What follows belongs to an exercise in optimizing a design on an open flow for a short achievable clock period and few clock cycles; a production flow would make more cautious choices.
Function was checked by simulation only, so behaviour that the tests miss may differ from the original.
Power figures rest on the tool's default switching activity, not on a simulated workload.

`run.sh`:
```
#!/bin/bash
# synth_recipe.tcl (not shown) runs the flow's synth.tcl, then flattens the netlist and writes it again
# the make line also repeats each setting of config.mk as NAME=value (left out here)
make -C /OpenROAD-flow-scripts/flow DESIGN_CONFIG=/design/flow/config.mk WORK_HOME=/design/flow/orfs CLKGATE_MAP_FILE= SYNTH_SCRIPT=/design/flow/synth_recipe.tcl finish
```
`config.mk`:
```
export PLATFORM = sky130hd
export DESIGN_NAME = sorted_top_k_table_top
export DESIGN_NICKNAME = sorted_top_k_table_top
export VERILOG_FILES = /design/flow/design.v
export SDC_FILE = /design/flow/constraint.sdc
export NUM_CORES = 4
export LEC_CHECK = 0
export CAP_MARGIN = 20
export CORE_MARGIN = 2
export CORE_UTILIZATION = 40
export SLEW_MARGIN = 20
```
`constraint.sdc`:
```
create_clock -name core_clock -period 6.0 [get_ports {clock}]
set_input_delay 1.2000 -clock core_clock [delete_from_list [all_inputs] [get_ports {clock}]]
set_output_delay 1.2000 -clock core_clock [all_outputs]
set_load 0.01 [all_outputs]
```
`design.v`:
```
package stkt_pkg;
   localparam int DEPTH      = 10;
   localparam int NAME_BYTES = 8;
   localparam int IDX_W      = $clog2(DEPTH);
   localparam int NAME_W     = 64;
   localparam int NAME_LANES = NAME_W / 8;
   localparam int SCORE_W    = 32;
   localparam int SLOT_W     = 6;
   localparam int POS_W      = 5;
   typedef logic [NAME_W-1:0]         name_type;
   typedef logic signed [SCORE_W-1:0] score_type;
   typedef logic [SLOT_W-1:0]         slot_type;
   typedef logic [POS_W-1:0]          pos_type;
   typedef logic [IDX_W-1:0]          idx_type;
   typedef enum logic [1:0] {
      REQ_INSERT = 2'd0,
      REQ_READ   = 2'd1,
      REQ_REMOVE = 2'd2,
      REQ_FIND   = 2'd3
   } req_kind_type;
   typedef enum logic [1:0] {
      ST_OK       = 2'd0,
      ST_REJECT   = 2'd1,
      ST_RANGE    = 2'd2,
      ST_NO_MATCH = 2'd3
   } status_type;
   localparam idx_type  IDX_LAST   = idx_type'(DEPTH - 1);
   localparam idx_type  IDX_PRE    = idx_type'(DEPTH - 2);
   localparam slot_type DEPTH_SLOT = slot_type'(DEPTH);
   function automatic name_type norm_name(input name_type raw);
      name_type res;
      logic     live;
      res  = '0;
      live = 1'b1;
      for (int i = 0; i < NAME_LANES; i++) begin
         if (i >= NAME_BYTES || raw[8*i +: 8] == 8'h00) begin
            live = 1'b0;
         end
         if (live) begin
            res[8*i +: 8] = raw[8*i +: 8];
         end
      end
      norm_name = res;
   endfunction
   localparam name_type EMPTY_NAME_RAW = 64'h0029_7974_706D_4528;
   localparam name_type EMPTY_NAME     = norm_name(EMPTY_NAME_RAW);
endpackage
module sorted_top_k_table_top (
   input  logic                     clock,
   input  logic                     reset,
   input  logic                     req_valid,
   output logic                     req_stall,
   input  stkt_pkg::req_kind_type   req_type,
   input  stkt_pkg::name_type       req_key_name,
   input  stkt_pkg::score_type      req_new_score,
   input  stkt_pkg::slot_type       req_slot_index,
   output logic                     rsp_valid,
   input  logic                     rsp_stall,
   output stkt_pkg::status_type     rsp_status,
   output stkt_pkg::pos_type        rsp_entry_position,
   output stkt_pkg::name_type       rsp_entry_name,
   output stkt_pkg::score_type      rsp_entry_score,
   output logic                     rsp_last_of_run
);
   localparam int D  = stkt_pkg::DEPTH;
   localparam int NW = stkt_pkg::NAME_W;
   localparam int SW = stkt_pkg::SCORE_W;
   logic [D-1:0][NW-1:0] t_name;     
   logic [D-1:0][SW-1:0] t_score;    
   logic [D-1:0][D-1:0]  pm;         
   logic                 reset_q;
   logic                 m_v, k_v;
   logic [1:0]           m_kind, k_kind, i_kind;
   logic [NW-1:0]        m_key, k_key, i_key;
   logic [SW-1:0]        m_score, k_score, i_score;
   logic                 m_ok, k_ok, i_ok;
   logic [D-1:0]         m_oh, k_oh, i_oh;
   logic [D-1:0]         m_th, k_th, i_th;
   logic                 b_v;
   logic [1:0]           b_kind;
   logic [NW-1:0]        b_key;
   logic [SW-1:0]        b_score;
   logic                 b_ok;
   logic [D-1:0]         b_oh, b_th;
   logic [D-1:0]         b_ge_raw, b_eq_raw;
   logic                 b_ge_new, b_ge_emp, b_eq_new, b_eq_emp;
   logic [D-1:0]         wr_new, wr_emp;
   logic                 e_v;
   logic [D-1:0]         e_mask;
   logic                 h_v, s_v;
   logic [1:0]           h_st, s_st;
   logic [4:0]           h_pos, s_pos;
   logic [NW-1:0]        h_name, s_name;
   logic [SW-1:0]        h_score, s_score;
   logic                 h_last, s_last;
   assign req_stall          = k_v;
   assign rsp_valid          = h_v;
   assign rsp_status         = stkt_pkg::status_type'(h_st);
   assign rsp_entry_position = h_pos;
   assign rsp_entry_name     = h_name;
   assign rsp_entry_score    = h_score;
   assign rsp_last_of_run    = h_last;
   always_comb begin
      i_kind  = req_type;
      i_key   = stkt_pkg::norm_name(req_key_name);
      i_score = req_new_score;
      i_ok    = (req_slot_index < stkt_pkg::DEPTH_SLOT);
      for (int i = 0; i < D; i++) begin
         i_oh[i] = (req_slot_index == stkt_pkg::slot_type'(i));
         i_th[i] = i_ok && (req_slot_index <= stkt_pkg::slot_type'(i));
      end
   end
   logic [D-1:0] a_ge_raw, a_eq_raw;
   logic         a_ge_new, a_ge_emp, a_eq_new, a_eq_emp;
   always_comb begin
      for (int i = 0; i < D; i++) begin
         a_ge_raw[i] = ({!m_score[SW-1], m_score[SW-2:0]} >= {!t_score[i][SW-1], t_score[i][SW-2:0]});
         a_eq_raw[i] = (m_key == t_name[i]);
      end
      a_ge_new = ({!m_score[SW-1], m_score[SW-2:0]} >= {!b_score[SW-1], b_score[SW-2:0]});
      a_ge_emp = !m_score[SW-1];
      a_eq_new = (m_key == b_key);
      a_eq_emp = (m_key == stkt_pkg::EMPTY_NAME);
   end
   logic [D-1:0] gs, es;       
   logic [D-1:0] ge, eq;       
   logic [D:0]   lt;           
   logic [D-1:0] sfx;          
   logic         is_ins, is_rd, is_rem, is_find;
   logic         can_push, do_ins, do_rem, do_find;
   logic [D-1:0] put, rk, n_new, n_emp;
   logic [D-1:0][D-1:0] pm_n;
   logic [D-1:0] low, rest;
   logic [4:0]   ins_pos;
   logic         push, b_fire, b_free;
   always_comb begin
      for (int s = 0; s < D; s++) begin
         gs[s] = (!wr_new[s] & !wr_emp[s] & b_ge_raw[s]) | (wr_new[s] & b_ge_new) | (wr_emp[s] & b_ge_emp);
         es[s] = (!wr_new[s] & !wr_emp[s] & b_eq_raw[s]) | (wr_new[s] & b_eq_new) | (wr_emp[s] & b_eq_emp);
      end
      for (int j = 0; j < D; j++) begin
         ge[j] = |(pm[j] & gs);
         eq[j] = |(pm[j] & es);
      end
      is_ins  = (b_kind == 2'd0);
      is_rd   = (b_kind == 2'd1);
      is_rem  = (b_kind == 2'd2);
      is_find = (b_kind == 2'd3);
      lt[0] = 1'b0;
      lt[1] = ge[0];
      sfx[D-1] = 1'b1;
      for (int i = D - 2; i >= 0; i--) begin
         sfx[i] = sfx[i+1] & ge[i];
      end
      for (int i = 2; i < D; i++) begin
         lt[i] = ge[0] | sfx[i-1];
      end
      lt[D] = 1'b1;
      can_push = b_v & !s_v & !e_v;
      do_find  = can_push & is_find;
      do_ins   = can_push & is_ins & ge[D-1];
      do_rem   = can_push & is_rem & b_ok;
      rk = '0;
      for (int j = 0; j < D; j++) begin
         rk = rk | (pm[j] & {D{b_oh[j]}});
      end
      for (int j = 0; j < D; j++) begin
         put[j] = lt[j+1] & !lt[j];
      end
      for (int j = 0; j < D; j++) begin
         pm_n[j] = pm[j];
         if (do_ins) begin
            if (j > 0 && lt[j]) pm_n[j] = pm[(j > 0) ? j - 1 : 0];
            else if (put[j]) pm_n[j] = pm[D-1];
         end else if (do_rem) begin
            if (j == D - 1) pm_n[j] = rk;
            else if (b_th[j]) pm_n[j] = pm[(j < D - 1) ? j + 1 : 0];
         end
      end
      n_new = pm[D-1] & {D{do_ins}};
      n_emp = rk & {D{do_rem}};
      ins_pos = '0;
      for (int i = 0; i < D; i++) begin
         if (put[i]) ins_pos = ins_pos | 5'(i);
      end
      low  = eq & ~(eq - 1'b1);
      rest = eq & ~low;
      b_fire = can_push;
      b_free = !b_v | b_fire;
   end
   logic [D-1:0]  e_low, e_rest;
   logic          e_push;
   always_comb begin
      e_low  = e_mask & ~(e_mask - 1'b1);
      e_rest = e_mask & ~e_low;
      e_push = e_v & !s_v;
      push   = e_push | b_fire;
   end
   logic [D-1:0]  sel, sel_s;
   logic [4:0]    sel_pos;
   logic [NW-1:0] r_name;
   logic [SW-1:0] r_score;
   logic [1:0]    q_st;
   logic [4:0]    q_pos;
   logic [NW-1:0] q_name;
   logic [SW-1:0] q_score;
   logic          q_last;
   always_comb begin
      if (e_v) sel = e_low;
      else if (is_find) sel = low;
      else if (is_ins) sel = '0;
      else sel = b_oh;
      sel_pos = '0;
      sel_s   = '0;
      for (int j = 0; j < D; j++) begin
         if (sel[j]) sel_pos = sel_pos | 5'(j);
         sel_s = sel_s | (pm[j] & {D{sel[j]}});
      end
      r_name  = '0;
      r_score = '0;
      for (int s = 0; s < D; s++) begin
         r_name  = r_name | (t_name[s] & {NW{sel_s[s]}});
         r_score = r_score | (t_score[s] & {SW{sel_s[s]}});
      end
      q_st    = stkt_pkg::ST_OK;
      q_pos   = sel_pos;
      q_name  = r_name;
      q_score = r_score;
      q_last  = 1'b1;
      if (e_v) begin
         q_last = (e_rest == '0);
      end else if (is_ins) begin
         if (ge[D-1]) begin
            q_pos   = ins_pos;
            q_name  = b_key;
            q_score = b_score;
         end else begin
            q_st    = stkt_pkg::ST_REJECT;
         end
      end else if (is_find) begin
         if (eq != '0) q_last = (rest == '0);
         else q_st = stkt_pkg::ST_NO_MATCH;
      end else if (!b_ok) begin
         q_st = stkt_pkg::ST_RANGE;
      end
   end
   logic m_take;
   assign m_take = m_v & b_free;
   always_ff @(posedge clock) begin
      reset_q <= reset;
      if (reset) begin
         m_v <= 1'b0;
         k_v <= 1'b0;
         b_v <= 1'b0;
         e_v <= 1'b0;
         h_v <= 1'b0;
         s_v <= 1'b0;
      end else begin
         if (!m_v || m_take) begin
            m_v <= k_v | req_valid;
            k_v <= 1'b0;
         end else if (req_valid && !k_v) begin
            k_v <= 1'b1;
         end
         if (b_free) b_v <= m_v;
         if (do_find) begin
            e_v <= (rest != '0);
         end else if (e_push) begin
            e_v <= (e_rest != '0);
         end
         if (!h_v || !rsp_stall) begin
            h_v <= s_v | push;
            s_v <= 1'b0;
         end else if (push) begin
            s_v <= 1'b1;
         end
      end
   end
   always_ff @(posedge clock) begin
      if (!m_v || m_take) begin
         if (k_v) begin
            m_kind <= k_kind; m_key <= k_key; m_score <= k_score;
            m_ok <= k_ok; m_oh <= k_oh; m_th <= k_th;
         end else begin
            m_kind <= i_kind; m_key <= i_key; m_score <= i_score;
            m_ok <= i_ok; m_oh <= i_oh; m_th <= i_th;
         end
      end
      if (!k_v) begin
         k_kind <= i_kind; k_key <= i_key; k_score <= i_score;
         k_ok <= i_ok; k_oh <= i_oh; k_th <= i_th;
      end
      if (b_free) begin
         b_kind   <= m_kind;
         b_key    <= m_key;
         b_score  <= m_score;
         b_ok     <= m_ok;
         b_oh     <= m_oh;
         b_th     <= m_th;
         b_ge_raw <= a_ge_raw;
         b_eq_raw <= a_eq_raw;
         b_ge_new <= a_ge_new;
         b_ge_emp <= a_ge_emp;
         b_eq_new <= a_eq_new;
         b_eq_emp <= a_eq_emp;
         wr_new   <= n_new;
         wr_emp   <= n_emp;
      end
      if (do_find) begin
         e_mask <= rest;
      end else if (e_push) begin
         e_mask <= e_rest;
      end
      if (!h_v || !rsp_stall) begin
         if (s_v) begin
            h_st <= s_st; h_pos <= s_pos; h_name <= s_name; h_score <= s_score; h_last <= s_last;
         end else begin
            h_st <= q_st; h_pos <= q_pos; h_name <= q_name; h_score <= q_score; h_last <= q_last;
         end
      end
      if (!s_v) begin
         s_st <= q_st; s_pos <= q_pos; s_name <= q_name; s_score <= q_score; s_last <= q_last;
      end
   end
   always_ff @(posedge clock) begin
      for (int s = 0; s < D; s++) begin
         if (reset_q) begin
            t_name[s]  <= stkt_pkg::EMPTY_NAME;
            t_score[s] <= '0;
         end else if (n_new[s]) begin
            t_name[s]  <= b_key;
            t_score[s] <= b_score;
         end else if (n_emp[s]) begin
            t_name[s]  <= stkt_pkg::EMPTY_NAME;
            t_score[s] <= '0;
         end
      end
      for (int j = 0; j < D; j++) begin
         if (reset_q) pm[j] <= D'(1) << j;
         else pm[j] <= pm_n[j];
      end
   end
endmodule
```
==> results of run 1 <==
==> stage by stage <==
step	worst slack (ns)	area, sq um	total power, mW
after CTS	0.2794	98460	26.43
final	0.1391	98880	26.65
after global routing	0.02777	98800	27.08
after floorplan	0.2290	86320	13.23
after detailed placement	0.2717	92020	14.40
after global placement	0.2464	91970	14.39
==> cell usage after synthesis (all sizes together) (125+ instances only) <==
library cell and number:
dfxtp 1289, nor2 581, a21o 125, nor3 285, inv 397, ha 352, a22o 159, nand3 742
nand2 938, a21oi 1162, o21bai 251, a22oi 276, edfxtp 393, nor4 220, o21ai 176, nand4 128
xor2 661, clkbuf 607, buf 286
==> logic make-up after synthesis <==
family,Yosys count
AOI/OAI and AO/OA,2625
xor gates and xnor gates,702
adders and majority gates,357
buffers and inverters,1300
DFF,1682
muxes,92
and+or+nand+nor,3142
==> metal layers <==
layer	GRT usage, %	up-vias	wire [um]
met1	53.09	41830	176500
met4	31.68	46	45070
met5	0.1082	-	321
met2	61.52	7320	199100
met3	16.58	1819	66290
li1	-	35320	-
==> power by group through the flow <==
stage	registers [mW]	clock network [mW]	logic, mW
CTS	12.3	12.3	1.90
global placement	12.5	0	1.88
floorplan	12.2	0	1.02
finish	12.3	12.3	2.05
global route	12.3	12.7	2.07
detailed placement	12.5	0	1.89
==> repair_timing <==
| action | 4_1_cts | 5_1_grt |
|---|---|---|
| endpoints found under the setup margin | 0 | 1 |
| hold buffers | 0 | 0 |
| gates resized for setup | 0 | 1 |
==> cell usage in the layout (no fill, tap or decap), drive strengths merged, types with 50 or more instances in the layout <==
cell type and n:
nand4 128, and4 73, inv 419, ha 352, a22o 159, clkdlybuf4s50 213, edfxtp 393, dfxtp 1289
nor4 220, xor2 661, nor3 285, a21oi 1162, a222oi 114, mux2i 50, nor2 581, o21ai 176
a211oi 95, clkinv 53, clkbuf 270, a221oi 61, nand2 938, a21o 125, nand3 742, o21bai 251
buf 357, a22oi 276
==> registers in the layout, summed over array words and instances, names as in the netlist, 64 cells and up <==
register and count:
m_key 64, b_key 64, h_name 64, pm 100, k_key 64, t_score 320
s_name 64, t_name 640
==> layout make-up <==
cell class	count	area share, %
antenna	31	0.07846
clock buffer	268	5.502
clock inverter	86	1.012
inverter	407	1.575
multi-input combinational	6918	44.66
sequential	1682	38.04
tap	2838	3.591
timing repair buffer	572	5.531
==> worst max-delay path by stage <==
| stage | from | end |
|---|---|---|
| after global routing | b_eq_new | h_score[31] |
| after detailed placement | b_eq_new | h_name[23] |
| final | b_eq_new | h_score[31] |
| after floorplan | e_v | m_key[0] |
| after CTS | b_eq_new | h_score[0] |
| after global placement | b_eq_new | h_name[23] |
==> critical path: stages, from the launching register on <==
cell and delay (ns):
sky130_fd_sc_hd__edfxtp_1 0.57, sky130_fd_sc_hd__a22o_1 0.36, sky130_fd_sc_hd__or2_0 0.42, sky130_fd_sc_hd__a22o_1 0.33, sky130_fd_sc_hd__or4_4 0.56, sky130_fd_sc_hd__or4_1 0.84, sky130_fd_sc_hd__buf_4 0.30, sky130_fd_sc_hd__nor4b_1 0.57
sky130_fd_sc_hd__a221oi_1 0.24, sky130_fd_sc_hd__nand4_4 0.47, sky130_fd_sc_hd__buf_4 0.42, sky130_fd_sc_hd__a22oi_1 0.14, sky130_fd_sc_hd__and4_1 0.22, sky130_fd_sc_hd__a21oi_1 0.20
==> qor.log, run 1 <==
qor: status.status complete, no violations
qor: synth.post_synth_mux_area_share 1.128%
qor: power_and_ir_drop.power.density_cell_area 269.5 nW/um^2
qor: worst_setup_path.timing.reg2reg.worst_path_depth 13
qor: clock_network.cts.reportedPaths.clkPinSlew 0.06 ns
qor: worst_hold_path.hold_start m_th[3]
qor: power_and_ir_drop.power_frac_clock 46.2%
qor: synth.yosys-top-cells-area sky130_fd_sc_hd__dfxtp_1 (30%), sky130_fd_sc_hd__edfxtp_1 (14%), sky130_fd_sc_hd__a21oi_1 (6.7%), sky130_fd_sc_hd__xor2_1 (6.7%), sky130_fd_sc_hd__ha_1 (5.1%)
qor: detailed_routing.avgRoutedWirePerCell 38.06 um
qor: worst_setup_path.timing.rr.start b_eq_new
qor: grt.via_count_of_the_first_global_routing_pass 77920
qor: grt.globalRouteTotalUtil 43.29%
qor: grt.grt.overflow.total 0
qor: finish.finish.cell_count_without_fillers 12800
qor: synth.synth.lib_cells_used.distinct 83
qor: worst_hold_path.hold_depth 0
qor: sta.final.setup_skew 0.04338 ns
qor: sta.finalMaxSlewViolations 0
qor: synth.synth_async_sr_flop_share 0%
qor: power_and_ir_drop.reported_leakage_power 36.34 nW
qor: worst_setup_path.r2r_end h_score[31]
qor: die.chipHeight 468.5 um
qor: finish.drive_gt1_share 8.326%
qor: detailed_routing.firstDrtPassIters 12
qor: grt.antenna_found_initial 55
qor: detailed_routing.detailedRoute.firstIterationViolations 16290
qor: detailed_routing.route.detailed.drc 0
qor: grt.first_pass_grt_wire_length 665000 um
qor: worst_hold_path.worstHoldPathType reg -> reg
qor: worst_setup_path.timing.critical_path.fanout_max 15
qor: detailed_routing.finalWirelength 487200 um
qor: finish.filler_cell_count 20500
qor: worst_setup_path.startpoint_type register
qor: synth.synth_area_per_cell 8.718 sq um
qor: synth.synth_compound_area_share 19.78%
qor: synth.synth_top_cell_by_area sky130_fd_sc_hd__dfxtp_1
qor: power_and_ir_drop.power.share.switching 27.10%
qor: placement.place.port_buffers 213
qor: flow_run.max-cap-violations 0
qor: power_and_ir_drop.power.ir.vdd_worst 0.3481 mV
qor: placement.dp_hpwl 326600 um
qor: sta.min_period_over_period 97.68%
qor: clock_network.root_buffer sky130_fd_sc_hd__clkbuf_16
qor: finish.multi_input_comb_area 44160 sq um
qor: finish.layout-area-overhead-vs-synth 14.56%
qor: clock_network.cts-buffers-inserted 188
qor: sta.grt_setup_unrepaired false
qor: synth.synth_xor_area_share 7.124%
qor: synth.synth-simple-area-share 17.31%
qor: clock_network.ctsHtreeMaxLevel 4
qor: synth.ys_warn_count 1
qor: die.design.die.area 219500 sq um
qor: die.fp-row-count 170
qor: worst_setup_path.setup.reg_to_reg.worst_slack 0.14 ns
qor: power_and_ir_drop.p_seq_share 46.1%
qor: sta.max_slew_margin 5.696%
qor: clock_network.worst_skew_pair.late_latency 0.91 ns
qor: synth.ys.flop_type sky130_fd_sc_hd__dfxtp_1
qor: clock_network.tritoncts done
qor: die.floorplan.initialDensity 40.21%
qor: synth.post_synth_fa_ha_maj_area_fraction 5.161%
qor: finish.layout.core_utilization 46.07%
qor: synth.syn_inst 9900
qor: power_and_ir_drop.power.combinational.fraction 7.7%
qor: synth.synth_seq_area_share 43.57%
qor: die.io_pins 214
qor: placement.routability_driven_placement_congestion_ratio 1.178
qor: worst_setup_path.cp_data_required_time 6.71 ns
qor: sta.hold_slack 0.4125 ns
qor: finish.area.sequential 37620 sq um
qor: power_and_ir_drop.p_int 19.43 mW
qor: synth.synth_largest_type_area_fraction 29.90%
qor: sta.worst_slew_pin_slew 1.396 ns
qor: sta.finalCriticalPeriod 5.861 ns
qor: power_and_ir_drop.p_switching 7.221 mW
qor: worst_setup_path.crit_arrival 6.57 ns
qor: detailed_routing.drt.antenna.violating_nets 0
qor: detailed_routing.overall_via_count_from_detail_route 86330
qor: synth.netlist_area_before_placement 86310 sq um
qor: synth.synth_edf_count 393
qor: die.die_w 468.5 um
qor: clock_network.clock_sinks 1682
qor: sta.highest_achievable_clock_rate 0.1706 GHz
qor: worst_setup_path.cp-end-kind register
qor: die.fp.coreArea 214600 sq um
qor: finish.finalNetCount 10230
qor: synth.dominant_combinational_cell_family_by_area_after_synthesis compound AO/OA/AOI/OAI gates
qor: placement.post-place-cells 12410
qor: synth.synth_seq_cells 1682
qor: grt.maximum_number_of_pins_on_one_net_before_global_route_repair 194
qor: worst_hold_path.hold_path_end b_th[3]
qor: worst_setup_path.worstSetupPathType reg -> reg
qor: sta.hold_viol 0
qor: clock_network.clock_tree.buffer_depth 3
qor: sta.finalSetupViolCount 0
qor: clock_network.cts.repair_timing.setup_buffer_count 0
qor: detailed_routing.vias_per_cell 6.743
qor: sta.totalNegativeSetupSlack 0 ns
qor: synth.synth.net_count 10360
Testbench counts, summed over its fixed seeds: cycles 10,455.
==> run 2: changes to the inputs <==
--- a/config.mk
+++ b/config.mk
@@ -8,4 +8,5 @@
 export CAP_MARGIN = 20
 export CORE_MARGIN = 2
 export CORE_UTILIZATION = 40
+export SETUP_SLACK_MARGIN = 3.0
 export SLEW_MARGIN = 20
==> run 2 against run 1 <==
  * The run now fails in global routing (5_1_grt)
  * Area after synthesis did not move
  * Synthesized cell count unchanged
==> qor.log, run 2 <==
qor: status.status aborted with a tool error
qor: status.outcome.stop_stage global routing (5_1_grt)
qor: status.tool.error [ERROR GRT-0232] Routing congestion too high. Check the congestion heatmap in the GUI.
qor: die.floorplan.initialDensity 40.21% [unchanged]
qor: synth.synth_seq_cells 1682 [unchanged]
qor: synth.synth_async_sr_flop_share 0% [unchanged]
qor: clock_network.cts-buffers-inserted 188 [unchanged]
qor: die.fp-row-count 170 [unchanged]
qor: clock_network.clock_sinks 1682 [unchanged]
qor: synth.synth_seq_area_share 43.57% [unchanged]
qor: synth.synth.lib_cells_used.distinct 83 [unchanged]
qor: grt.maximum_number_of_pins_on_one_net_before_global_route_repair 188
qor: synth.synth_edf_count 393 [unchanged]
qor: placement.dpl_worst_slack 0.5085 ns [+0.2368 ns]
qor: clock_network.clock_tree.buffer_depth 3 [unchanged]
qor: clock_network.root_buffer sky130_fd_sc_hd__clkbuf_16
qor: placement.dp_hpwl 331100 um [+1.4%]
qor: grt.globalRouteTotalUtil 59.86%
qor: synth.ys_warn_count 1 [unchanged]
qor: synth.yosys.cell_count.top_type sky130_fd_sc_hd__dfxtp_1
qor: die.chipHeight 468.5 um [unchanged]
qor: placement.place.port_buffers 213 [unchanged]
qor: synth.top_post_synthesis_cells_by_count sky130_fd_sc_hd__dfxtp_1 (1289), sky130_fd_sc_hd__a21oi_1 (1162), sky130_fd_sc_hd__nand2_1 (938), sky130_fd_sc_hd__nand3_1 (741), sky130_fd_sc_hd__xor2_1 (661)
qor: synth.ys.flop_type sky130_fd_sc_hd__dfxtp_1
qor: synth.synth_area_per_cell 8.718 sq um [unchanged]
qor: grt.grt.overflow.total 2
qor: clock_network.ctsHtreeMaxLevel 4 [unchanged]
qor: synth.synth_largest_type_area_fraction 29.90% [unchanged]
qor: die.die_w 468.5 um [unchanged]
qor: placement.routability_driven_placement_congestion_ratio 1.132 [-3.9%]
qor: synth.synth.net_count 10360 [unchanged]
qor: synth.yosys-top-cells-area sky130_fd_sc_hd__dfxtp_1 (30%), sky130_fd_sc_hd__edfxtp_1 (14%), sky130_fd_sc_hd__a21oi_1 (6.7%), sky130_fd_sc_hd__xor2_1 (6.7%), sky130_fd_sc_hd__ha_1 (5.1%)
qor: die.io_pins 214 [unchanged]
qor: placement.post-place-cells 12390 [-0.17%]
qor: synth.synth_top_cell_by_area sky130_fd_sc_hd__dfxtp_1
qor: synth.syn_inst 9900 [unchanged]
qor: synth.netlist_area_before_placement 86310 sq um [unchanged]
## run 2: cell counts after synthesis
Identical to the previous run, type by type.
## run 2: kinds of logic after synthesis
logic type	synth area share (%)
and+or+nand+nor	17.31
DFF	43.57
xor gates and xnor gates	7.124
buffers and inverters	5.934
AOI/OAI and AO/OA	19.78
muxes	1.128
adders and majority gates	5.161
## run 2: worst max path at each step
stage | slack [ns] | end | cells past startpoint | start
2_1_floorplan | 0.44 | m_key[0] | 5 | e_v
3_3_place_gp | 0.57 | h_name[15] | 13 | b_eq_new
3_5_place_dp | 0.51 | h_name[15] | 13 | b_eq_new
4_1_cts | 1.37 | h_name[21] | 15 | b_eq_new
## run 2: timing repair
item / CTS
buffers inserted: 468
pin swaps: 1116
gates cloned: 327
endpoints found under the setup margin: 1494
resized for setup: 2492
hold buffers: 0
## run 2: power groups by stage
stage,Combinational (mW),Sequential (mW),Clock [mW]
3_5_place_dp,1.90,12.5,0
3_3_place_gp,1.90,12.5,0
4_1_cts,2.26,12.2,12.4
2_1_floorplan,1.03,12.2,0
## run 2: metal layers
metal  track usage [%]  GRT overflow
met1             63.44             2
met2             73.84             0
met3             42.32             0
met4             56.63             0
met5             25.80             0
## run 2: through the flow
stage | area, sq um | hold slack [ns]
floorplan | 86990 | 0.4003
global placement | 92260 | 0.4038
CTS | 121300 | 0.4216
detailed placement | 92290 | 0.4066
==> run 3: changes to the inputs <==
--- a/design.v
+++ b/design.v
@@ -68,14 +68,15 @@
    logic [D-1:0][NW-1:0] t_name;     
    logic [D-1:0][SW-1:0] t_score;    
    logic [D-1:0][D-1:0]  pm;         
+   logic [D-1:0][D-1:0]  ahead;      
    logic                 reset_q;
-   logic                 m_v, k_v;
-   logic [1:0]           m_kind, k_kind, i_kind;
-   logic [NW-1:0]        m_key, k_key, i_key;
-   logic [SW-1:0]        m_score, k_score, i_score;
-   logic                 m_ok, k_ok, i_ok;
-   logic [D-1:0]         m_oh, k_oh, i_oh;
-   logic [D-1:0]         m_th, k_th, i_th;
+   logic                 m_v;
+   logic [1:0]           m_kind, i_kind;
+   logic [NW-1:0]        m_key, i_key;
+   logic [SW-1:0]        m_score, i_score;
+   logic                 m_ok, i_ok;
+   logic [D-1:0]         m_oh, i_oh;
+   logic [D-1:0]         m_th, i_th;
    logic                 b_v;
    logic [1:0]           b_kind;
    logic [NW-1:0]        b_key;
@@ -86,14 +87,15 @@
    logic                 b_ge_new, b_ge_emp, b_eq_new, b_eq_emp;
    logic [D-1:0]         wr_new, wr_emp;
    logic                 e_v;
-   logic [D-1:0]         e_mask;
+   logic [D-1:0]         e_mask;    
    logic                 h_v, s_v;
    logic [1:0]           h_st, s_st;
    logic [4:0]           h_pos, s_pos;
    logic [NW-1:0]        h_name, s_name;
    logic [SW-1:0]        h_score, s_score;
    logic                 h_last, s_last;
-   assign req_stall          = k_v;
+   logic b_free;
+   assign req_stall          = m_v & !b_free;
    assign rsp_valid          = h_v;
    assign rsp_status         = stkt_pkg::status_type'(h_st);
    assign rsp_entry_position = h_pos;
@@ -130,9 +132,13 @@
    logic         can_push, do_ins, do_rem, do_find;
    logic [D-1:0] put, rk, n_new, n_emp;
    logic [D-1:0][D-1:0] pm_n;
-   logic [D-1:0] low, rest;
+   logic [D-1:0] first, rest;
    logic [4:0]   ins_pos;
-   logic         push, b_fire, b_free;
+   logic         push, b_fire;
+   logic [D-1:0][D-1:0] ahead_n;
+   logic [D-1:0] w_s, at_p;       
+   logic [D-1:0][4:0]   spos;      
+   logic [4:0]   f_pos, slot_pos;
    always_comb begin
       for (int s = 0; s < D; s++) begin
          gs[s] = (!wr_new[s] & !wr_emp[s] & b_ge_raw[s]) | (wr_new[s] & b_ge_new) | (wr_emp[s] & b_ge_emp);
@@ -177,27 +183,64 @@
             else if (b_th[j]) pm_n[j] = pm[(j < D - 1) ? j + 1 : 0];
          end
       end
+      w_s  = pm[D-1];
+      at_p = '0;
+      for (int j = 0; j < D; j++) begin
+         at_p = at_p | (pm[j] & {D{lt[j+1]}});
+      end
+      ahead_n = ahead;
+      for (int b = 0; b < D; b++) begin
+         for (int a = 0; a < D; a++) begin
+            if (a != b) begin
+               if (do_ins) begin
+                  if (w_s[b]) ahead_n[b][a] = !at_p[a];
+                  else if (w_s[a]) ahead_n[b][a] = at_p[b];
+               end else if (do_rem) begin
+                  if (rk[b]) ahead_n[b][a] = 1'b1;
+                  else if (rk[a]) ahead_n[b][a] = 1'b0;
+               end
+            end
+         end
+      end
       n_new = pm[D-1] & {D{do_ins}};
       n_emp = rk & {D{do_rem}};
       ins_pos = '0;
       for (int i = 0; i < D; i++) begin
          if (put[i]) ins_pos = ins_pos | 5'(i);
       end
-      low  = eq & ~(eq - 1'b1);
-      rest = eq & ~low;
+      for (int b = 0; b < D; b++) begin
+         spos[b] = '0;
+         for (int j = 0; j < D; j++) begin
+            if (pm[j][b]) spos[b] = spos[b] | 5'(j);
+         end
+      end
+      for (int b = 0; b < D; b++) begin
+         first[b] = es[b] & !(|(es & ahead[b]));
+      end
+      rest = es & ~first;
+      f_pos = '0;
+      slot_pos = '0;
+      for (int b = 0; b < D; b++) begin
+         if (first[b]) f_pos = f_pos | spos[b];
+         if (b_oh[b]) slot_pos = slot_pos | 5'(b);
+      end
       b_fire = can_push;
       b_free = !b_v | b_fire;
    end
    logic [D-1:0]  e_low, e_rest;
+   logic [4:0]    e_pos;
    logic          e_push;
    always_comb begin
-      e_low  = e_mask & ~(e_mask - 1'b1);
+      e_pos = '0;
+      for (int b = 0; b < D; b++) begin
+         e_low[b] = e_mask[b] & !(|(e_mask & ahead[b]));
+         if (e_low[b]) e_pos = e_pos | spos[b];
+      end
       e_rest = e_mask & ~e_low;
       e_push = e_v & !s_v;
       push   = e_push | b_fire;
    end
-   logic [D-1:0]  sel, sel_s;
-   logic [4:0]    sel_pos;
+   logic [D-1:0]  sel_n, sel_s;
    logic [NW-1:0] r_name;
    logic [SW-1:0] r_score;
    logic [1:0]    q_st;
@@ -206,29 +249,29 @@
    logic [SW-1:0] q_score;
    logic          q_last;
    always_comb begin
-      if (e_v) sel = e_low;
-      else if (is_find) sel = low;
-      else if (is_ins) sel = '0;
-      else sel = b_oh;
-      sel_pos = '0;
-      sel_s   = '0;
-      for (int j = 0; j < D; j++) begin
-         if (sel[j]) sel_pos = sel_pos | 5'(j);
-         sel_s = sel_s | (pm[j] & {D{sel[j]}});
-      end
+      if (e_v) sel_n = e_low;
+      else if (is_rd || is_rem) sel_n = rk;
+      else sel_n = '0;
+      if (e_v) sel_s = e_low;
+      else if (is_find) sel_s = first;
+      else if (is_rd || is_rem) sel_s = rk;
+      else sel_s = '0;
       r_name  = '0;
       r_score = '0;
-      for (int s = 0; s < D; s++) begin
-         r_name  = r_name | (t_name[s] & {NW{sel_s[s]}});
-         r_score = r_score | (t_score[s] & {SW{sel_s[s]}});
+      for (int b = 0; b < D; b++) begin
+         r_name  = r_name | (t_name[b] & {NW{sel_n[b]}});
+         r_score = r_score | (t_score[b] & {SW{sel_s[b]}});
       end
       q_st    = stkt_pkg::ST_OK;
-      q_pos   = sel_pos;
-      q_name  = r_name;
-      q_score = r_score;
+      q_pos   = '0;
+      q_name  = '0;
+      q_score = '0;
       q_last  = 1'b1;
       if (e_v) begin
-         q_last = (e_rest == '0);
+         q_pos   = e_pos;
+         q_name  = r_name;
+         q_score = r_score;
+         q_last  = (e_rest == '0);
       end else if (is_ins) begin
          if (ge[D-1]) begin
             q_pos   = ins_pos;
@@ -238,30 +281,32 @@
             q_st    = stkt_pkg::ST_REJECT;
          end
       end else if (is_find) begin
-         if (eq != '0) q_last = (rest == '0);
-         else q_st = stkt_pkg::ST_NO_MATCH;
-      end else if (!b_ok) begin
-         q_st = stkt_pkg::ST_RANGE;
+         if (es != '0) begin
+            q_pos   = f_pos;
+            q_name  = b_key;
+            q_score = r_score;
+            q_last  = (rest == '0);
+         end else begin
+            q_st    = stkt_pkg::ST_NO_MATCH;
+         end
+      end else if (b_ok) begin
+         q_pos   = slot_pos;
+         q_name  = r_name;
+         q_score = r_score;
+      end else begin
+         q_st    = stkt_pkg::ST_RANGE;
       end
    end
-   logic m_take;
-   assign m_take = m_v & b_free;
    always_ff @(posedge clock) begin
       reset_q <= reset;
       if (reset) begin
          m_v <= 1'b0;
-         k_v <= 1'b0;
          b_v <= 1'b0;
          e_v <= 1'b0;
          h_v <= 1'b0;
          s_v <= 1'b0;
       end else begin
-         if (!m_v || m_take) begin
-            m_v <= k_v | req_valid;
-            k_v <= 1'b0;
-         end else if (req_valid && !k_v) begin
-            k_v <= 1'b1;
-         end
+         if (!m_v || b_free) m_v <= req_valid;
          if (b_free) b_v <= m_v;
          if (do_find) begin
             e_v <= (rest != '0);
@@ -277,18 +322,9 @@
       end
    end
    always_ff @(posedge clock) begin
-      if (!m_v || m_take) begin
-         if (k_v) begin
-            m_kind <= k_kind; m_key <= k_key; m_score <= k_score;
-            m_ok <= k_ok; m_oh <= k_oh; m_th <= k_th;
-         end else begin
-            m_kind <= i_kind; m_key <= i_key; m_score <= i_score;
-            m_ok <= i_ok; m_oh <= i_oh; m_th <= i_th;
-         end
-      end
-      if (!k_v) begin
-         k_kind <= i_kind; k_key <= i_key; k_score <= i_score;
-         k_ok <= i_ok; k_oh <= i_oh; k_th <= i_th;
+      if (!m_v || b_free) begin
+         m_kind <= i_kind; m_key <= i_key; m_score <= i_score;
+         m_ok <= i_ok; m_oh <= i_oh; m_th <= i_th;
       end
       if (b_free) begin
          b_kind   <= m_kind;
@@ -339,5 +375,11 @@
          if (reset_q) pm[j] <= D'(1) << j;
          else pm[j] <= pm_n[j];
       end
+      for (int b = 0; b < D; b++) begin
+         for (int a = 0; a < D; a++) begin
+            if (reset_q) ahead[b][a] <= (a < b);
+            else ahead[b][a] <= ahead_n[b][a];
+         end
+      end
    end
 endmodule
--- a/config.mk
+++ b/config.mk
@@ -7,6 +7,6 @@
 export LEC_CHECK = 0
 export CAP_MARGIN = 20
 export CORE_MARGIN = 2
-export CORE_UTILIZATION = 40
+export CORE_UTILIZATION = 28
 export SETUP_SLACK_MARGIN = 3.0
 export SLEW_MARGIN = 20
==> run 3 against run 2 <==
  * The flow stops in detailed routing (5_2_route)
  * Area after synthesis increased by 2.7%
  * Synthesized cell count up 4.8%
==> qor.log, run 3 <==
qor: clock_network.ctsHtreeMaxLevel 4 [unchanged]
qor: grt.grt.overflow.total 0
qor: status.outcome.stop_stage detailed routing (5_2_route)
qor: synth.top_post_synthesis_cells_by_count sky130_fd_sc_hd__dfxtp_1 (1260), sky130_fd_sc_hd__nand2_1 (1041), sky130_fd_sc_hd__a21oi_1 (1035), sky130_fd_sc_hd__nand3_1 (748), sky130_fd_sc_hd__clkbuf_1 (741)
qor: synth.yosys-top-cells-area sky130_fd_sc_hd__dfxtp_1 (28%), sky130_fd_sc_hd__edfxtp_1 (13%), sky130_fd_sc_hd__xor2_1 (7.0%), sky130_fd_sc_hd__a21oi_1 (5.8%), sky130_fd_sc_hd__ha_1 (5.0%)
qor: clock_network.root_buffer sky130_fd_sc_hd__clkbuf_16
qor: synth.ys_warn_count 1 [unchanged]
qor: synth.synth.net_count 10840 [+4.6%]
qor: synth.yosys.cell_count.top_type sky130_fd_sc_hd__dfxtp_1
qor: clock_network.hold_buffers 0 [unchanged]
qor: die.chipHeight 566.6 um [+21%]
qor: die.floorplan.initialDensity 28.14% [-12 points]
qor: die.fp-row-count 206 [+21%]
qor: grt.first_pass_grt_wire_length 874600 um
qor: synth.syn_inst 10380 [+4.8%]
qor: die.die_w 566.6 um [+21%]
qor: placement.place.port_buffers 213 [unchanged]
qor: clock_network.cts-buffers-inserted 196 [+4.3%]
qor: status.tool.error [ERROR DRT-0218] Guide is not connected to design for net _02916_
qor: synth.netlist_area_before_placement 88640 sq um [+2.7%]
qor: die.io_pins 214 [unchanged]
qor: placement.routability_driven_placement_congestion_ratio 1.124 [-0.78%]
qor: grt.via_count_of_the_first_global_routing_pass 93420
qor: status.status aborted with a tool error
qor: sta.worst_endpoint_kind sequential cell input
qor: sta.postGrtWorstEndpoint h_name[56]$_DFFE_PP_/D
qor: clock_network.clock_sinks 1654 [-1.7%]
qor: synth.synth_seq_cells 1654 [-1.7%]
qor: synth.synth_largest_type_area_fraction 28.46% [-1.4 points]
qor: grt.maximum_number_of_pins_on_one_net_before_global_route_repair 209
qor: synth.synth_area_per_cell 8.541 sq um [-2.0%]
qor: grt.antenna_found_initial 126
qor: synth.synth.lib_cells_used.distinct 85 [+2.4%]
qor: synth.synth_seq_area_share 41.81% [-1.8 points]
qor: synth.synth_edf_count 394 [+0.25%]
qor: grt.globalRouteTotalUtil 39.89%
qor: placement.dp_hpwl 330300 um [-0.24%]
qor: clock_network.clock_tree.buffer_depth 4 [+1]
qor: synth.synth_top_cell_by_area sky130_fd_sc_hd__dfxtp_1
qor: synth.synth_async_sr_flop_share 0% [unchanged]
qor: synth.ys.flop_type sky130_fd_sc_hd__dfxtp_1
-- run 3: changes by cell type after synthesis, sizes merged, moves of 61 or more --
| cell | change |
|---|---|
| a22oi | +115 |
| a21o | +77 |
| nand2 | +103 |
| a21oi | -126 |
| buf | -81 |
| nor2 | -68 |
| a222oi | -68 |
| clkbuf | +135 |
| a221oi | +73 |
| nand4 | +77 |
| o21ai | +110 |
| a211oi | -61 |
| a311oi | +69 |
-- run 3: worst min-delay path by stage --
stage | start | endpoint | slack (ns) | cells after the start
2_1_floorplan | m_kind[0] | b_kind[0] | 0.40 | 0
3_3_place_gp | m_th[4] | b_th[4] | 0.40 | 0
3_5_place_dp | m_oh[3] | b_oh[3] | 0.41 | 0
4_1_cts | m_kind[1] | b_kind[1] | 0.42 | 0
5_1_grt | m_kind[1] | b_kind[1] | 0.43 | 0
-- run 3: metal layers --
metal / GRT usage [%]
met1: 42.67
met2: 49.66
met3: 29.23
met4: 35.11
met5: 11.81
-- run 3: per-stage QoR --
step | std cells | hold slack (ns) | worst slack, ns | instance area (sq um)
2_1_floorplan | 10380 | 0.4003 | 2.473 | 89370
3_3_place_gp | 14130 | 0.4005 | 0.6815 | 96270
3_5_place_dp | 14130 | 0.4052 | 1.289 | 96330
4_1_cts | 15450 | 0.4181 | 2.448 | 125300
5_1_grt | 16140 | 0.4274 | 1.519 | 143900
-- run 3: cell families after synthesis --
family	after synthesis	share of synthesized area (%)
AOI/OAI and AO/OA	2888	21.52
DFF	1654	41.81
and+or+nand+nor	3388	18.34
buffers and inverters	1334	5.742
muxes	55	0.6211
xor gates and xnor gates	704	6.956
adders and majority gates	355	5.011
-- run 3: power by group through the flow --
stage	logic, mW	registers [mW]	clock network (mW)
floorplan	1.10	11.9	0
global placement	1.94	12.2	0
detailed placement	1.94	12.2	0
CTS	2.44	11.9	12.5
global route	3.23	11.9	13.0
-- run 3: timing repair --
action	CTS	global route
gates cloned	280	99
buffers inserted	685	475
pin swaps	898	1258
resized for setup	2364	2410
setup endpoints to repair	1498	1560
Testbench counts of run 3, summed over its fixed seeds: cycles 10,455.
==> run 4: changes to the inputs <==
--- a/design.v
+++ b/design.v
@@ -68,6 +68,7 @@
    logic [D-1:0][NW-1:0] t_name;     
    logic [D-1:0][SW-1:0] t_score;    
    logic [D-1:0][D-1:0]  pm;         
+   logic [D-1:0][SW-1:0] tp_score;   
    logic [D-1:0][D-1:0]  ahead;      
    logic                 reset_q;
    logic                 m_v;
@@ -86,6 +87,7 @@
    logic [D-1:0]         b_ge_raw, b_eq_raw;
    logic                 b_ge_new, b_ge_emp, b_eq_new, b_eq_emp;
    logic [D-1:0]         wr_new, wr_emp;
+   logic [D-1:0]         mv_same, mv_up, mv_dn, mv_new, mv_emp;
    logic                 e_v;
    logic [D-1:0]         e_mask;    
    logic                 h_v, s_v;
@@ -116,7 +118,7 @@
    logic         a_ge_new, a_ge_emp, a_eq_new, a_eq_emp;
    always_comb begin
       for (int i = 0; i < D; i++) begin
-         a_ge_raw[i] = ({!m_score[SW-1], m_score[SW-2:0]} >= {!t_score[i][SW-1], t_score[i][SW-2:0]});
+         a_ge_raw[i] = ({!m_score[SW-1], m_score[SW-2:0]} >= {!tp_score[i][SW-1], tp_score[i][SW-2:0]});
          a_eq_raw[i] = (m_key == t_name[i]);
       end
       a_ge_new = ({!m_score[SW-1], m_score[SW-2:0]} >= {!b_score[SW-1], b_score[SW-2:0]});
@@ -124,13 +126,14 @@
       a_eq_new = (m_key == b_key);
       a_eq_emp = (m_key == stkt_pkg::EMPTY_NAME);
    end
-   logic [D-1:0] gs, es;       
-   logic [D-1:0] ge, eq;       
+   logic [D-1:0] es;           
+   logic [D-1:0] ge;           
    logic [D:0]   lt;           
    logic [D-1:0] sfx;          
    logic         is_ins, is_rd, is_rem, is_find;
    logic         can_push, do_ins, do_rem, do_find;
    logic [D-1:0] put, rk, n_new, n_emp;
+   logic [D-1:0] n_up, n_pnew, n_dn, n_pemp, n_same;
    logic [D-1:0][D-1:0] pm_n;
    logic [D-1:0] first, rest;
    logic [4:0]   ins_pos;
@@ -141,12 +144,12 @@
    logic [4:0]   f_pos, slot_pos;
    always_comb begin
       for (int s = 0; s < D; s++) begin
-         gs[s] = (!wr_new[s] & !wr_emp[s] & b_ge_raw[s]) | (wr_new[s] & b_ge_new) | (wr_emp[s] & b_ge_emp);
          es[s] = (!wr_new[s] & !wr_emp[s] & b_eq_raw[s]) | (wr_new[s] & b_eq_new) | (wr_emp[s] & b_eq_emp);
       end
-      for (int j = 0; j < D; j++) begin
-         ge[j] = |(pm[j] & gs);
-         eq[j] = |(pm[j] & es);
+      for (int i = 0; i < D; i++) begin
+         ge[i] = (mv_same[i] & b_ge_raw[i]) | (mv_new[i] & b_ge_new) | (mv_emp[i] & b_ge_emp);
+         if (i > 0) ge[i] = ge[i] | (mv_up[i] & b_ge_raw[(i > 0) ? i - 1 : 0]);
+         if (i < D - 1) ge[i] = ge[i] | (mv_dn[i] & b_ge_raw[(i < D - 1) ? i + 1 : 0]);
       end
       is_ins  = (b_kind == 2'd0);
       is_rd   = (b_kind == 2'd1);
@@ -204,6 +207,13 @@
       end
       n_new = pm[D-1] & {D{do_ins}};
       n_emp = rk & {D{do_rem}};
+      for (int i = 0; i < D; i++) begin
+         n_up[i]   = (i > 0) ? (do_ins & lt[i]) : 1'b0;
+         n_pnew[i] = do_ins & put[i];
+         n_dn[i]   = (i < D - 1) ? (do_rem & b_th[i]) : 1'b0;
+         n_pemp[i] = (i == D - 1) ? do_rem : 1'b0;
+      end
+      n_same = ~(n_up | n_pnew | n_dn | n_pemp);
       ins_pos = '0;
       for (int i = 0; i < D; i++) begin
          if (put[i]) ins_pos = ins_pos | 5'(i);
@@ -240,7 +250,7 @@
       e_push = e_v & !s_v;
       push   = e_push | b_fire;
    end
-   logic [D-1:0]  sel_n, sel_s;
+   logic [D-1:0]  sel_n, sel_s, sel_p;
    logic [NW-1:0] r_name;
    logic [SW-1:0] r_score;
    logic [1:0]    q_st;
@@ -254,13 +264,14 @@
       else sel_n = '0;
       if (e_v) sel_s = e_low;
       else if (is_find) sel_s = first;
-      else if (is_rd || is_rem) sel_s = rk;
       else sel_s = '0;
+      if (!e_v && (is_rd || is_rem)) sel_p = b_oh;
+      else sel_p = '0;
       r_name  = '0;
       r_score = '0;
       for (int b = 0; b < D; b++) begin
          r_name  = r_name | (t_name[b] & {NW{sel_n[b]}});
-         r_score = r_score | (t_score[b] & {SW{sel_s[b]}});
+         r_score = r_score | (t_score[b] & {SW{sel_s[b]}}) | (tp_score[b] & {SW{sel_p[b]}});
       end
       q_st    = stkt_pkg::ST_OK;
       q_pos   = '0;
@@ -341,6 +352,11 @@
          b_eq_emp <= a_eq_emp;
          wr_new   <= n_new;
          wr_emp   <= n_emp;
+         mv_same  <= n_same;
+         mv_up    <= n_up;
+         mv_dn    <= n_dn;
+         mv_new   <= n_pnew;
+         mv_emp   <= n_pemp;
       end
       if (do_find) begin
          e_mask <= rest;
@@ -381,5 +397,18 @@
             else ahead[b][a] <= ahead_n[b][a];
          end
       end
+      for (int i = 0; i < D; i++) begin
+         if (reset_q) begin
+            tp_score[i] <= '0;
+         end else if (n_pnew[i]) begin
+            tp_score[i] <= b_score;
+         end else if (n_up[i]) begin
+            tp_score[i] <= tp_score[(i > 0) ? i - 1 : 0];
+         end else if (n_dn[i]) begin
+            tp_score[i] <= tp_score[(i < D - 1) ? i + 1 : D - 1];
+         end else if (n_pemp[i]) begin
+            tp_score[i] <= '0;
+         end
+      end
    end
 endmodule
==> run 4 against run 3 <==
  * The run now finishes clean
  * Area after synthesis rose by 19%
  * Synthesized cell count increased by 15%
  * Global-route usage down 9.7 points
==> qor.log, run 4 <==
qor: clock_network.ctsHtreeMaxLevel 4 [unchanged]
qor: grt.grt_util_met2 43.41% [-6.3 points]
qor: worst_setup_path.startpoint_type register
qor: power_and_ir_drop.power.density_cell_area 237.7 nW/um^2
qor: synth.synth_async_sr_flop_share 0% [unchanged]
qor: sta.finalSetupViolCount 0
qor: synth.top_post_synthesis_cells_by_count sky130_fd_sc_hd__dfxtp_1 (1580), sky130_fd_sc_hd__nor2_1 (1453), sky130_fd_sc_hd__a22oi_1 (1011), sky130_fd_sc_hd__clkbuf_1 (908), sky130_fd_sc_hd__nand2_1 (720)
qor: detailed_routing.overall_via_count_from_detail_route 114100
qor: die.fp.coreArea 375300 sq um
qor: grt.globalRouteMet1Util 36.67% [-6.0 points]
qor: synth.ys.flop_type sky130_fd_sc_hd__dfxtp_1
qor: worst_setup_path.timing.critical_path.fanout_max 5
qor: flow_run.max-cap-violations 0
qor: finish.most_common_cell_after_layout_fill_and_taps_aside sky130_fd_sc_hd__dfxtp_1
qor: grt.met3_usage 10.22% [-19 points]
qor: synth.synth_seq_area_share 42.32% [+0.52 points]
qor: finish.finalNetCount 12970
qor: synth.synth.lib_cells_used.distinct 91 [+7.1%]
qor: worst_setup_path.timing.critical_path.buf_inv 5
qor: synth.synth_area_per_cell 8.831 sq um [+3.4%]
qor: synth.synth_top_cell_by_area sky130_fd_sc_hd__dfxtp_1
qor: clock_network.clock_sinks 2012 [+22%]
qor: sta.totalNegativeSetupSlack 0 ns
qor: worst_setup_path.crit_top_cell sky130_fd_sc_hd__buf_12
qor: detailed_routing.drt.antenna.violating_nets 0
qor: die.fp-row-count 225 [+9.2%]
qor: placement.place.port_buffers 213 [unchanged]
qor: sta.worst_slew_pin_slew 1.400 ns
qor: clock_network.clock_tree.buffer_depth 4 [unchanged]
qor: grt.first_pass_grt_wire_length 822400 um [-6.0%]
qor: sta.max_slew_margin 6.323%
qor: placement.dpl_worst_slack 1.335 ns [+0.04649 ns]
qor: grt.via_count_of_the_first_global_routing_pass 99230 [+6.2%]
qor: synth.yosys.cell_count.top_type sky130_fd_sc_hd__dfxtp_1
qor: synth.netlist_area_before_placement 105400 sq um [+19%]
qor: clock_network.hold_buffers 0 [unchanged]
qor: clock_network.cts.reportedPaths.clkPinSlew 0.06 ns
qor: sta.hold_viol 0
qor: detailed_routing.avgRoutedWirePerCell 35.97 um
qor: power_and_ir_drop.reported_leakage_power 49.54 nW
qor: sta.final.setup_skew 0.1321 ns
qor: worst_setup_path.worst_path_largest_cell_delay 0.53 ns
qor: worst_setup_path.cp_data_required_time 6.82 ns
qor: finish.max_flop_register t_name
qor: clock_network.root_buffer sky130_fd_sc_hd__clkbuf_16
qor: grt.antenna_found_initial 61 [-52%]
qor: clock_network.worst_skew_pair.late_latency 1.03 ns
qor: clock_network.tritoncts done
qor: placement.post-place-cells 16370 [+16%]
qor: placement.dp_hpwl 373500 um [+13%]
qor: detailed_routing.route.detailed.drc 0
qor: die.io_pins 214 [unchanged]
qor: worst_setup_path.critPathSlowestCell sky130_fd_sc_hd__edfxtp_1
qor: worst_setup_path.worstSetupPathType reg -> reg
qor: finish.filler_cell_count 37250
qor: die.floorplan.initialDensity 28.08% [-0.060 points]
qor: sta.finalWorstSetupSlack 2.583 ns
qor: finish.area.sequential 44620 sq um
qor: finish.drive_gt1_share 20.05%
qor: worst_hold_path.worstHoldPathType reg -> reg
qor: synth.syn_inst 11930 [+15%]
qor: grt.maximum_number_of_pins_on_one_net_before_global_route_repair 226 [+8.1%]
qor: synth.synth_seq_cells 2012 [+22%]
qor: sta.highest_achievable_clock_rate 0.2926 GHz
qor: finish.max_ffs_per_register 640
qor: clock_network.cts-buffers-inserted 231 [+18%]
qor: finish.layout-area-overhead-vs-synth 31.55%
qor: detailed_routing.firstDrtPassIters 17
qor: worst_setup_path.path_cells a222oi_1 -> bufbuf_16 -> buf_12 -> buf_8 -> nand3_4 -> buf_12 -> buf_16 -> o21a_1 -> a211oi_2 -> o2111ai_4 -> or2_4 -> a21o_1 -> a311oi_2
qor: sta.grt_setup_unrepaired true
qor: worst_setup_path.setup.reg_to_reg.worst_slack 2.58 ns
qor: synth.ys_warn_count 1 [unchanged]
qor: synth.synth_largest_type_area_fraction 30.01% [+1.6 points]
qor: grt.globalRouteTotalUtil 30.19% [-9.7 points]
qor: sta.finalCriticalPeriod 3.417 ns
qor: finish.finish.cell_count_without_fillers 17760
qor: die.chipHeight 617.5 um [+9.0%]
qor: synth.synth_edf_count 432 [+9.6%]
qor: detailed_routing.vias_per_cell 6.424
qor: sta.min_period_over_period 56.95%
qor: finish.multi_input_comb_area 61210 sq um
qor: worst_setup_path.cpLargestDelayFamily compound AO/OA/AOI/OAI gates
qor: worst_setup_path.crit_arrival 4.24 ns
qor: grt.grt.overflow.total 0 [unchanged]
qor: synth.yosys-top-cells-area sky130_fd_sc_hd__dfxtp_1 (30%), sky130_fd_sc_hd__edfxtp_1 (12%), sky130_fd_sc_hd__a22oi_1 (7.2%), sky130_fd_sc_hd__xor2_1 (5.9%), sky130_fd_sc_hd__nor2_1 (5.2%)
qor: worst_setup_path.cp-end-kind register
qor: synth.synth.net_count 12400 [+14%]
qor: status.status complete, no violations
qor: grt.grt.busiest_layer met2
qor: detailed_routing.detailedRoute.firstIterationViolations 22050
qor: detailed_routing.finalWirelength 638600 um
qor: die.die_w 617.5 um [+9.0%]
qor: sta.hold_slack 0.4121 ns
qor: finish.biggestRegsByFlops t_name (640), t_score (320), tp_score (320)
qor: die.design.die.area 381300 sq um
qor: sta.finalMaxSlewViolations 0
qor: placement.routability_driven_placement_congestion_ratio 1.070 [-4.8%]
qor: finish.layout.cells.most_common_list sky130_fd_sc_hd__dfxtp_1 (1574), sky130_fd_sc_hd__nor2_1 (1394), sky130_fd_sc_hd__a22oi_1 (947)
qor: power_and_ir_drop.power.ir.vdd_worst 0.2574 mV
[run 4: path summary, 6_finish.rpt]
kind               startpoint        to  cells past startpoint
setup / recovery  b_ge_raw[1]  ahead[1]                     13
hold / removal        m_oh[3]   b_oh[3]                      0
setup reg to reg  b_ge_raw[1]  ahead[1]                     13
hold reg to reg       m_oh[3]   b_oh[3]                      0
[run 4: cells by family (layout without fill, tap and decap cells)]
kind of cell               count (synthesis)  in the layout  share of synthesized area [%]
AOI/OAI and AO/OA                       3927           3933                          26.80
and+or+nand+nor                         3305           3331                          14.45
DFF                                     2012           2012                          42.32
buffers and inverters                   1554           2296                          5.629
xor gates and xnor gates                 704            704                          5.851
adders and majority gates                355            355                          4.215
muxes                                     77             77                         0.7314
other                                      0             54                              0
[run 4: power breakdown]
| group | total [mW] | switching, mW | leakage [nW] | internal [mW] |
|---|---|---|---|---|
| clock | 15.5 | 6.60 | 3.94 | 8.85 |
| sequential | 14.2 | 0.253 | 17.6 | 14.0 |
| combinational | 3.28 | 2.21 | 28.0 | 1.07 |
| total | 33.0 | 9.07 | 49.5 | 23.9 |
[run 4: timing repair]
| item | CTS | global route |
|---|---|---|
| setup buffers | 498 | 278 |
| gates cloned | 62 | 56 |
| setup endpoints to repair | 1894 | 1109 |
| pin swaps | 303 | 413 |
| hold endpoints to repair | 0 | 0 |
| gates resized for setup | 1022 | 749 |
[run 4: per-stage QoR]
| step | power, mW | instance area (sq um) | utilization (%) |
|---|---|---|---|
| after CTS | 32.35 | 130900 | 34.88 |
| after detailed placement | 16.85 | 113300 | 30.20 |
| after global placement | 16.86 | 113300 | 30.19 |
| final | 32.96 | 138600 | 36.94 |
| after floorplan | 15.57 | 105600 | - |
| after global routing | 33.40 | 138600 | 36.92 |
[run 4: layout make-up]
type | count | share of cell area [%]
Timing Repair Buffer | 1454 | 12.04
Clock buffer | 334 | 4.866
Clock inverter | 96 | 0.9269
Timing Repair inverter | 2 | 0.01173
Tap cell | 4994 | 4.507
Inverter | 410 | 1.215
Antenna cell | 54 | 0.09747
Multi-Input combinational cell | 8400 | 44.15
Sequential cell | 2012 | 32.19
[run 4: layer usage]
| metal | vias to the layer above | part of all wire (%) |
|---|---|---|
| met3 | 3090 | 15 |
| met5 | - | 0.078 |
| met2 | 10360 | 40 |
| met4 | 44 | 11 |
| met1 | 54980 | 35 |
| li1 | 45590 | - |
Testbench counts of run 4, summed over its fixed seeds: cycles 10,455.

[re-timing with driven ports]
No port has a modelled driver above. Below, the same layouts with a new extraction and two added sets of constraints. Step 1 (the two cells are an assumption about what drives the block):
set clk [get_ports {clock}]
set_driving_cell -lib_cell sky130_fd_sc_hd__clkbuf_16 $clk
set_driving_cell -lib_cell sky130_fd_sc_hd__buf_2 [delete_from_list [all_inputs] $clk]
Step 2 adds t to the input delays and takes it off the output delays; t is the mean of the earliest and latest rising clock arrival at the registers after step 1. Input paths then give back, and output paths get back, about the clock's delay inside the block. Slacks: no drivers / after step 1 / after step 2; pairs: no drivers / after step 1.
| run | t, ns | setup WS [ns] | hold WS [ns] | clock arrival spread, ns | slew at the worst register clock pin (ns) |
|---|---|---|---|---|---|
| run 1 | 0.993 | 0.139 / 0.139 / 0.139 | 0.412 / 0.412 / 0.412 | 0.043 / 0.043 | 0.09 / 0.09 |
| run 4 | 1.077 | 2.583 / 2.543 / 2.036 | 0.412 / 0.336 / 0.412 | 0.132 / 0.133 | 0.07 / 0.07 |
After both steps every run listed still meets setup and hold. The setup slack of run 4, which loses most, moves by -0.040 ns with the drivers and by -0.547 ns with both steps.
